This is an optimization exercise on Yosys and OpenROAD, whose aim is a short achievable clock period and few clock cycles per item, not a production implementation. The RTL was checked by simulation tests, not by an equivalence proof against the original design. No activity file was given, so power comes from the tool's default toggle rates.

## job 6964
Design rs_core, start of the top module:
module rs_core (
  input  logic                    clk,
  input  logic                    reset,
  input  logic                    req,
  input  tomasulo_pkg::op_t       op,
  input  tomasulo_pkg::reg_addr_t dst,
  input  tomasulo_pkg::reg_addr_t src1,
  input  tomasulo_pkg::reg_addr_t src2,
  input  logic                    has_imm,
  input  tomasulo_pkg::word_t     imm,
  output logic                    ack,
  input  tomasulo_pkg::reg_addr_t rd_addr,
  output tomasulo_pkg::tag_t      rd_tag,
  output tomasulo_pkg::word_t     rd_data
);
Size: ~5000 cells after synthesis.
clock: 10.0 ns
lec_check: 0
abc_clock_period_in_ps: 4000
cap_margin: 40
core_aspect_ratio: 0.5
core_margin: 2
core_utilization: 50
setup_slack_margin: 5
slew_margin: 40
standard.sh (not shown) runs the stock make flow with config.mk's settings and CLKGATE_MAP_FILE= SYNTH_SCRIPT=/design/flow/synth_recipe.tcl, a recipe that flattens the netlist after the stock synthesis.
==> flow/flow/run.sh <==
#!/bin/bash
# The standard layout with these changes:
#  - after the standard synthesis, the read port (rd_addr -> rd_data, rd_tag)
#    is rebuilt as a decoded AND-OR mux (flow/rdmux.tcl, same function);
#  - the read-port pins are grouped on one edge (flow/pins.tcl);
#  - timing repair aims at 5.4 ns of setup slack instead of 5.
# Each tool's output goes to a log file of its own in this folder.
set -e
export FLOWDIR=$PWD/flow
export RESULTS_DIR=$PWD/orfs/results/$FLOW_PLATFORM/rs_core/base
export LIB_FILE=$FLOW_HOME/platforms/$FLOW_PLATFORM/lib/sky130_fd_sc_hd__tt_025C_1v80.lib
bash standard.sh synth > synth.log 2>&1
openroad -no_init -exit $FLOWDIR/eco.tcl > eco.log 2>&1
export PRE_IO_PLACEMENT_TCL=$FLOWDIR/pins.tcl
bash standard.sh SETUP_SLACK_MARGIN=5.4 finish > standard.log 2>&1
==> flow/flow/rdmux.tcl <==
# Rebuild the read port (rd_data, rd_tag[0]) of the synthesized netlist as a
# one-hot AND-OR mux: rd_addr is decoded by one and3 per register (four times, each for a quarter of the bits, each with inverters of its own), then
# per bit four a22oi and a nand4. The logic function is unchanged; only the
# gates between rd_addr / the register outputs and the ports are replaced.
set db    [ord::get_db]
set block [ord::get_db_block]

proc master {name} {
  set m [$::db findMaster "sky130_fd_sc_hd__$name"]
  if {$m eq "NULL" || $m eq ""} { error "rdmux: no cell $name" }
  return $m
}
proc net_of_port {name} {
  set bt [$::block findBTerm $name]
  if {$bt eq "NULL" || $bt eq ""} { error "rdmux: no port $name" }
  return [$bt getNet]
}
proc find_net {name} {
  set n [$::block findNet $name]
  if {$n eq "NULL" || $n eq ""} { error "rdmux: no net $name" }
  return $n
}
proc drv_iterm {net} {
  foreach it [$net getITerms] {
    if {[[$it getMTerm] getIoType] eq "OUTPUT"} { return $it }
  }
  return ""
}

set targets {}
for {set b 0} {$b < 32} {incr b} { lappend targets "rd_data\[$b\]" }
lappend targets "rd_tag\[0\]"
set target_nets {}
foreach t $targets { lappend target_nets [net_of_port $t] }

# cone of combinational cells behind the targets
set cone [dict create]
set work $target_nets
set seen [dict create]
while {[llength $work]} {
  set net [lindex $work 0]; set work [lrange $work 1 end]
  set nn [$net getName]
  if {[dict exists $seen $nn]} continue
  dict set seen $nn 1
  set d [drv_iterm $net]
  if {$d eq ""} continue
  set inst [$d getInst]
  if {[[$inst getMaster] isSequential]} continue
  dict set cone [$inst getName] $inst
  foreach it [$inst getITerms] {
    if {[[$it getMTerm] getIoType] eq "INPUT" && [$it getNet] ne "NULL" && [$it getNet] ne ""} {
      lappend work [$it getNet]
    }
  }
}
# keep only cells whose outputs feed nothing but the cone and the targets
set tnames {}
foreach n $target_nets { lappend tnames [$n getName] }
set changed 1
while {$changed} {
  set changed 0
  foreach name [dict keys $cone] {
    set inst [dict get $cone $name]
    set ok 1
    foreach it [$inst getITerms] {
      if {[[$it getMTerm] getIoType] ne "OUTPUT"} continue
      set net [$it getNet]
      if {$net eq "NULL" || $net eq ""} continue
      foreach l [$net getITerms] {
        if {$l eq $it} continue
        if {![dict exists $cone [[$l getInst] getName]]} { set ok 0 }
      }
      foreach bt [$net getBTerms] {
        if {[lsearch -exact $tnames [$net getName]] < 0} { set ok 0 }
      }
    }
    if {!$ok} { dict unset cone $name; set changed 1 }
  }
}
puts "rdmux: removing [dict size $cone] cells"
set dead_nets {}
foreach name [dict keys $cone] {
  set inst [dict get $cone $name]
  foreach it [$inst getITerms] {
    set net [$it getNet]
    if {$net ne "NULL" && $net ne "" && [[$it getMTerm] getIoType] eq "OUTPUT" && [lsearch -exact $tnames [$net getName]] < 0} { lappend dead_nets $net }
  }
  odb::dbInst_destroy $inst
}
foreach net [lsort -unique $dead_nets] {
  if {[llength [$net getITerms]] == 0 && [llength [$net getBTerms]] == 0} { odb::dbNet_destroy $net }
}

set k 0
proc cell {mname conns} {
  global k block
  set inst [odb::dbInst_create $block [master $mname] "rdmux_$k"]
  incr k
  foreach {pin net} $conns {
    set it [$inst findITerm $pin]
    if {$it eq "NULL" || $it eq ""} { error "rdmux: $mname has no pin $pin" }
    $it connect $net
  }
  return $inst
}
proc new_net {} {
  global k block
  set n [odb::dbNet_create $block "rdmux_n$k"]
  incr k
  return $n
}

set a0 [net_of_port "rd_addr\[0\]"]
set a1 [net_of_port "rd_addr\[1\]"]
set a2 [net_of_port "rd_addr\[2\]"]
# for each quarter of the bits: its own inverters of the address, then one
# and3 per register
for {set h 0} {$h < 4} {incr h} {
  set pol(0,1) $a0; set pol(1,1) $a1; set pol(2,1) $a2
  foreach i {0 1 2} a [list $a0 $a1 $a2] {
    set pol($i,0) [new_net]
    cell inv_4 [list A $a Y $pol($i,0)]
  }
  for {set r 0} {$r < 8} {incr r} {
    set sel($h,$r) [new_net]
    cell and3_4 [list A $pol(0,[expr {$r & 1}]) B $pol(1,[expr {($r >> 1) & 1}]) C $pol(2,[expr {($r >> 2) & 1}]) X $sel($h,$r)]
  }
}

# register outputs, found by the register cells' names
set qnet [dict create]
foreach inst [$block getInsts] {
  set n [string map {"\\" ""} [$inst getName]]
  if {[regexp {^status\.rf\[(\d+)\]\[(\d+)\]\$} $n -> r b]} {
    dict set qnet "rf $r $b" [[$inst findITerm Q] getNet]
  } elseif {[regexp {^status\.pend\[(\d+)\]\$} $n -> r]} {
    dict set qnet "pend $r" [[$inst findITerm Q] getNet]
  }
}
puts "rdmux: [dict size $qnet] register outputs"

for {set b 0} {$b <= 32} {incr b} {
  for {set r 0} {$r < 8} {incr r} {
    if {$b < 32} { set key "rf $r $b" } else { set key "pend $r" }
    if {![dict exists $qnet $key]} { error "rdmux: no register for $key" }
    set dq($r) [dict get $qnet $key]
  }
  set out [lindex $target_nets $b]
  set y {}
  for {set q 0} {$q < 4} {incr q} {
    set n [new_net]
    set r0 [expr {2*$q}]; set r1 [expr {2*$q+1}]
    set h [expr {$b < 32 ? $b / 8 : 3}]
    cell a22oi_2 [list A1 $sel($h,$r0) A2 $dq($r0) B1 $sel($h,$r1) B2 $dq($r1) Y $n]
    lappend y $n
  }
  cell nand4_4 [list A [lindex $y 0] B [lindex $y 1] C [lindex $y 2] D [lindex $y 3] Y $out]
}
puts "rdmux: added [expr {$k}] objects"
Other scripts of this flow, unchanged in this note and not shown: flow/flow/eco.tcl, flow/flow/pins.tcl
Testbench counts of job 6964, summed over its fixed seeds: cycles 6,480, instrs 3,280.
### job 6964 -> job 770
# job 6964
export LEC_CHECK = 0
export ABC_CLOCK_PERIOD_IN_PS = 4000
export CAP_MARGIN = 40
export CORE_ASPECT_RATIO = 0.5
export CORE_MARGIN = 2
export CORE_UTILIZATION = 50
export SETUP_SLACK_MARGIN = 5
export SLEW_MARGIN = 40
create_clock -name core_clock -period 10.0 [get_ports {clk}]
# job 770
export LEC_CHECK = 0
export ABC_CLOCK_PERIOD_IN_PS = 4000
export CAP_MARGIN = 40
export CORE_ASPECT_RATIO = 0.5
export CORE_MARGIN = 2
export CORE_UTILIZATION = 40
export SETUP_SLACK_MARGIN = 5
export SLEW_MARGIN = 40
create_clock -name core_clock -period 10.0 [get_ports {clk}]
diff --git a/flow/flow/rdmux.tcl b/flow/flow/rdmux.tcl
--- a/flow/flow/rdmux.tcl
+++ b/flow/flow/rdmux.tcl
@@ -1,3 +1,3 @@
 # Rebuild the read port (rd_data, rd_tag[0]) of the synthesized netlist as a
-# one-hot AND-OR mux: rd_addr is decoded by one and3 per register (four times, each for a quarter of the bits, each with inverters of its own), then
+# one-hot AND-OR mux: rd_addr is decoded by one and3 per register (four times, each for a quarter of the bits), then
 # per bit four a22oi and a nand4. The logic function is unchanged; only the
@@ -115,10 +115,11 @@
 set a2 [net_of_port "rd_addr\[2\]"]
-# for each quarter of the bits: its own inverters of the address, then one
-# and3 per register
+# both polarities of the address, then one and3 per register and quarter of the bits
+set an0 [new_net]; set an1 [new_net]; set an2 [new_net]
+cell inv_4 [list A $a0 Y $an0]
+cell inv_4 [list A $a1 Y $an1]
+cell inv_4 [list A $a2 Y $an2]
+set pol(0,0) $an0; set pol(0,1) $a0
+set pol(1,0) $an1; set pol(1,1) $a1
+set pol(2,0) $an2; set pol(2,1) $a2
 for {set h 0} {$h < 4} {incr h} {
-  set pol(0,1) $a0; set pol(1,1) $a1; set pol(2,1) $a2
-  foreach i {0 1 2} a [list $a0 $a1 $a2] {
-    set pol($i,0) [new_net]
-    cell inv_4 [list A $a Y $pol($i,0)]
-  }
   for {set r 0} {$r < 8} {incr r} {
@@ -153,6 +154,6 @@
     set h [expr {$b < 32 ? $b / 8 : 3}]
-    cell a22oi_2 [list A1 $sel($h,$r0) A2 $dq($r0) B1 $sel($h,$r1) B2 $dq($r1) Y $n]
+    cell a22oi_1 [list A1 $sel($h,$r0) A2 $dq($r0) B1 $sel($h,$r1) B2 $dq($r1) Y $n]
     lappend y $n
   }
-  cell nand4_4 [list A [lindex $y 0] B [lindex $y 1] C [lindex $y 2] D [lindex $y 3] Y $out]
+  cell nand4_2 [list A [lindex $y 0] B [lindex $y 1] C [lindex $y 2] D [lindex $y 3] Y $out]
 }
### Flow results
Run comparison: job 6964 worst setup path endpoint rd_data[30]; job 770 worst setup path endpoint rd_data[12]
In the tables for job 770 and job 6964, proportion of final cell area spent on non-clock buffers reads higher with job 6964.
Delta (job 770 minus job 6964): global-route wire length before repair went up, number of inverters outside the clock class in the layout dropped 8, routed wire length picked up an extra 2.0%.
Slew at the pin closest to its max-slew limit: job 770 > job 6964
Compared with job 6964, in job 770 combinational power shows a reduction of about 5%, fmax -0.96%, portion of total power attributed to combinational logic down 1.8 points.
diff inputs: job 770 => job 5990
# job 770
export LEC_CHECK = 0
export ABC_CLOCK_PERIOD_IN_PS = 4000
export CAP_MARGIN = 40
export CORE_ASPECT_RATIO = 0.5
export CORE_MARGIN = 2
export CORE_UTILIZATION = 40
export SETUP_SLACK_MARGIN = 5
export SLEW_MARGIN = 40
create_clock -name core_clock -period 10.0 [get_ports {clk}]
# job 5990
export LEC_CHECK = 0
export ABC_CLOCK_PERIOD_IN_PS = 4000
export CAP_MARGIN = 20
export CORE_ASPECT_RATIO = 0.5
export CORE_MARGIN = 2
export CORE_UTILIZATION = 40
export SETUP_SLACK_MARGIN = 5
export SLEW_MARGIN = 20
create_clock -name core_clock -period 10.0 [get_ports {clk}]
diff --git a/flow/flow/run.sh b/flow/flow/run.sh
--- a/flow/flow/run.sh
+++ b/flow/flow/run.sh
@@ -1,7 +1,6 @@
 #!/bin/bash
-# The standard layout with these changes:
+# The standard layout with two changes:
 #  - after the standard synthesis, the read port (rd_addr -> rd_data, rd_tag)
 #    is rebuilt as a decoded AND-OR mux (flow/rdmux.tcl, same function);
-#  - the read-port pins are grouped on one edge (flow/pins.tcl);
-#  - timing repair aims at 5.4 ns of setup slack instead of 5.
+#  - the read-port pins are grouped on one edge (flow/pins.tcl).
 # Each tool's output goes to a log file of its own in this folder.
==> comparison <==
- Re via count: job 770 was lower than job 5990.
- Comparing number of global-route vias before repair for job 770 and job 5990, the smaller number came from job 770.
- Job 770 → job 5990: HPWL after detailed placement decreased by 2900 um relative to the old numbers; number of cells on the worst reg-to-reg path decreased by 2 relative to the old numbers; met2 capacity usage during global routing increased by 0.69 points relative to the old numbers; first-iteration DRC count increased by 583 relative to the old numbers; setup slack increased by 0.025 ns relative to the old numbers.
- The top power consumer group comes out the clock network in one run and combinational cells in the other, namely in job 770 and job 5990 respectively.
- Job 5990 completed; timing, DRC and antenna clean
- Job 770: flow completed, timing, DRC and antenna clean
- Compared with job 770, job 5990 shows portion of total power attributed to sequential cells lower by 0.3 points.
- Compared with job 770, job 5990 degrades total power consumption of the routed design.
### job 5990 -> job 3221
# job 5990
export LEC_CHECK = 0
export ABC_CLOCK_PERIOD_IN_PS = 4000
export CAP_MARGIN = 20
export CORE_ASPECT_RATIO = 0.5
export CORE_MARGIN = 2
export CORE_UTILIZATION = 40
export SETUP_SLACK_MARGIN = 5
export SLEW_MARGIN = 20
create_clock -name core_clock -period 10.0 [get_ports {clk}]
# job 3221
export LEC_CHECK = 0
export ABC_CLOCK_PERIOD_IN_PS = 4000
export CAP_MARGIN = 40
export CORE_ASPECT_RATIO = 0.5
export CORE_MARGIN = 2
export CORE_UTILIZATION = 50
export SETUP_SLACK_MARGIN = 5
export SLEW_MARGIN = 40
create_clock -name core_clock -period 10.0 [get_ports {clk}]
diff --git a/flow/flow/run.sh b/flow/flow/run.sh
--- a/flow/flow/run.sh
+++ b/flow/flow/run.sh
@@ -1,6 +1,7 @@
 #!/bin/bash
-# The standard layout with two changes:
+# The standard layout with these changes:
 #  - after the standard synthesis, the read port (rd_addr -> rd_data, rd_tag)
 #    is rebuilt as a decoded AND-OR mux (flow/rdmux.tcl, same function);
-#  - the read-port pins are grouped on one edge (flow/pins.tcl).
+#  - the read-port pins are grouped on one edge (flow/pins.tcl);
+#  - timing repair aims at 5.4 ns of setup slack instead of 5.
 # Each tool's output goes to a log file of its own in this folder.
==> notes.md <==
The first-iteration DRC count of job 3221 falls short of that of job 5990 by 1093. In the route summary, job 3221 ends up with a via count below that of job 5990. Relative to job 5990, the cell count after placement of job 3221 is lower by 3.6%. Wire length of the first global-routing pass (lower): job 3221. The clock network area share on job 5990 is in line with that on job 3221.
Inputs modified between job 3221 and job 3009:
# job 3221
export LEC_CHECK = 0
export ABC_CLOCK_PERIOD_IN_PS = 4000
export CAP_MARGIN = 40
export CORE_ASPECT_RATIO = 0.5
export CORE_MARGIN = 2
export CORE_UTILIZATION = 50
export SETUP_SLACK_MARGIN = 5
export SLEW_MARGIN = 40
create_clock -name core_clock -period 10.0 [get_ports {clk}]
# job 3009
export LEC_CHECK = 0
export ABC_CLOCK_PERIOD_IN_PS = 4000
export CAP_MARGIN = 40
export CORE_ASPECT_RATIO = 0.5
export CORE_MARGIN = 2
export CORE_UTILIZATION = 40
export GPL_ROUTABILITY_DRIVEN = 0
export SETUP_SLACK_MARGIN = 5
export SLEW_MARGIN = 40
create_clock -name core_clock -period 10.0 [get_ports {clk}]
diff --git a/flow/flow/rdmux.tcl b/flow/flow/rdmux.tcl
--- a/flow/flow/rdmux.tcl
+++ b/flow/flow/rdmux.tcl
@@ -1,3 +1,3 @@
 # Rebuild the read port (rd_data, rd_tag[0]) of the synthesized netlist as a
-# one-hot AND-OR mux: rd_addr is decoded by one and3 per register (four times, each for a quarter of the bits), then
+# one-hot AND-OR mux: rd_addr is decoded by one and3 per register (four times, each for a quarter of the bits, each with inverters of its own), then
 # per bit four a22oi and a nand4. The logic function is unchanged; only the
@@ -115,11 +115,10 @@
 set a2 [net_of_port "rd_addr\[2\]"]
-# both polarities of the address, then one and3 per register and quarter of the bits
-set an0 [new_net]; set an1 [new_net]; set an2 [new_net]
-cell inv_4 [list A $a0 Y $an0]
-cell inv_4 [list A $a1 Y $an1]
-cell inv_4 [list A $a2 Y $an2]
-set pol(0,0) $an0; set pol(0,1) $a0
-set pol(1,0) $an1; set pol(1,1) $a1
-set pol(2,0) $an2; set pol(2,1) $a2
+# for each quarter of the bits: its own inverters of the address, then one
+# and3 per register
 for {set h 0} {$h < 4} {incr h} {
+  set pol(0,1) $a0; set pol(1,1) $a1; set pol(2,1) $a2
+  foreach i {0 1 2} a [list $a0 $a1 $a2] {
+    set pol($i,0) [new_net]
+    cell inv_4 [list A $a Y $pol($i,0)]
+  }
   for {set r 0} {$r < 8} {incr r} {
@@ -154,6 +153,6 @@
     set h [expr {$b < 32 ? $b / 8 : 3}]
-    cell a22oi_1 [list A1 $sel($h,$r0) A2 $dq($r0) B1 $sel($h,$r1) B2 $dq($r1) Y $n]
+    cell a22oi_2 [list A1 $sel($h,$r0) A2 $dq($r0) B1 $sel($h,$r1) B2 $dq($r1) Y $n]
     lappend y $n
   }
-  cell nand4_2 [list A [lindex $y 0] B [lindex $y 1] C [lindex $y 2] D [lindex $y 3] Y $out]
+  cell nand4_4 [list A [lindex $y 0] B [lindex $y 1] C [lindex $y 2] D [lindex $y 3] Y $out]
 }
==> comparison <==
- Against job 3221, job 3009 comes in about 28% higher on total die area.
- Job 3221 has a higher total power than job 3009.
- Looking at switching share of total power, job 3009 sits 2.2 points below job 3221.
- Re combinational share of power: job 3009 and job 3221 aren't equal, and the higher value belongs to job 3221.
- Number of vias in the routed layout sits higher in job 3009 than in job 3221.
- Cell-internal power was higher in job 3009 than in job 3221.
- Diff job 3221 -> job 3009: worst relative slew slack now smaller, fraction of the core area covered by cells at the end of the flow now smaller, worst hold slack comparable.

port drivers added, routing unchanged:
The flow's constraints put no driver on any port. The routed layouts listed below were extracted and timed again, unchanged, in two steps. Step 1 assumes that a clkbuf_16 drives the clock port and a buf_2 every other input. Step 2 moves the port delays by t, midway between the first and last clock arrival at a register: inputs arrive t later, outputs are due t later. That takes back most of the time a late clock gives input paths. Three values: no drivers, after step 1, after step 2; two values: the first two.
| run | shift t [ns] | slack for setup (ns) | worst setup path after step 2 |
|---|---|---|---|
| job 6964 | 0.732 | 4.963 / 4.688 / 4.688 | input to output |
| job 770 | 0.728 | 4.914 / 4.678 / 4.678 | input to output |
| job 5990 | 0.723 | 4.939 / 4.697 / 4.697 | input to output |
| job 3221 | 0.716 | 4.913 / 4.646 / 4.646 | input to output |
| job 3009 | 0.733 | 4.966 / 4.694 / 4.694 | input to output |
After both steps setup and hold are still met in every run listed. For job 6964, which loses most, drivers alone change the setup slack by -0.275 ns; drivers and shift together by -0.275 ns.
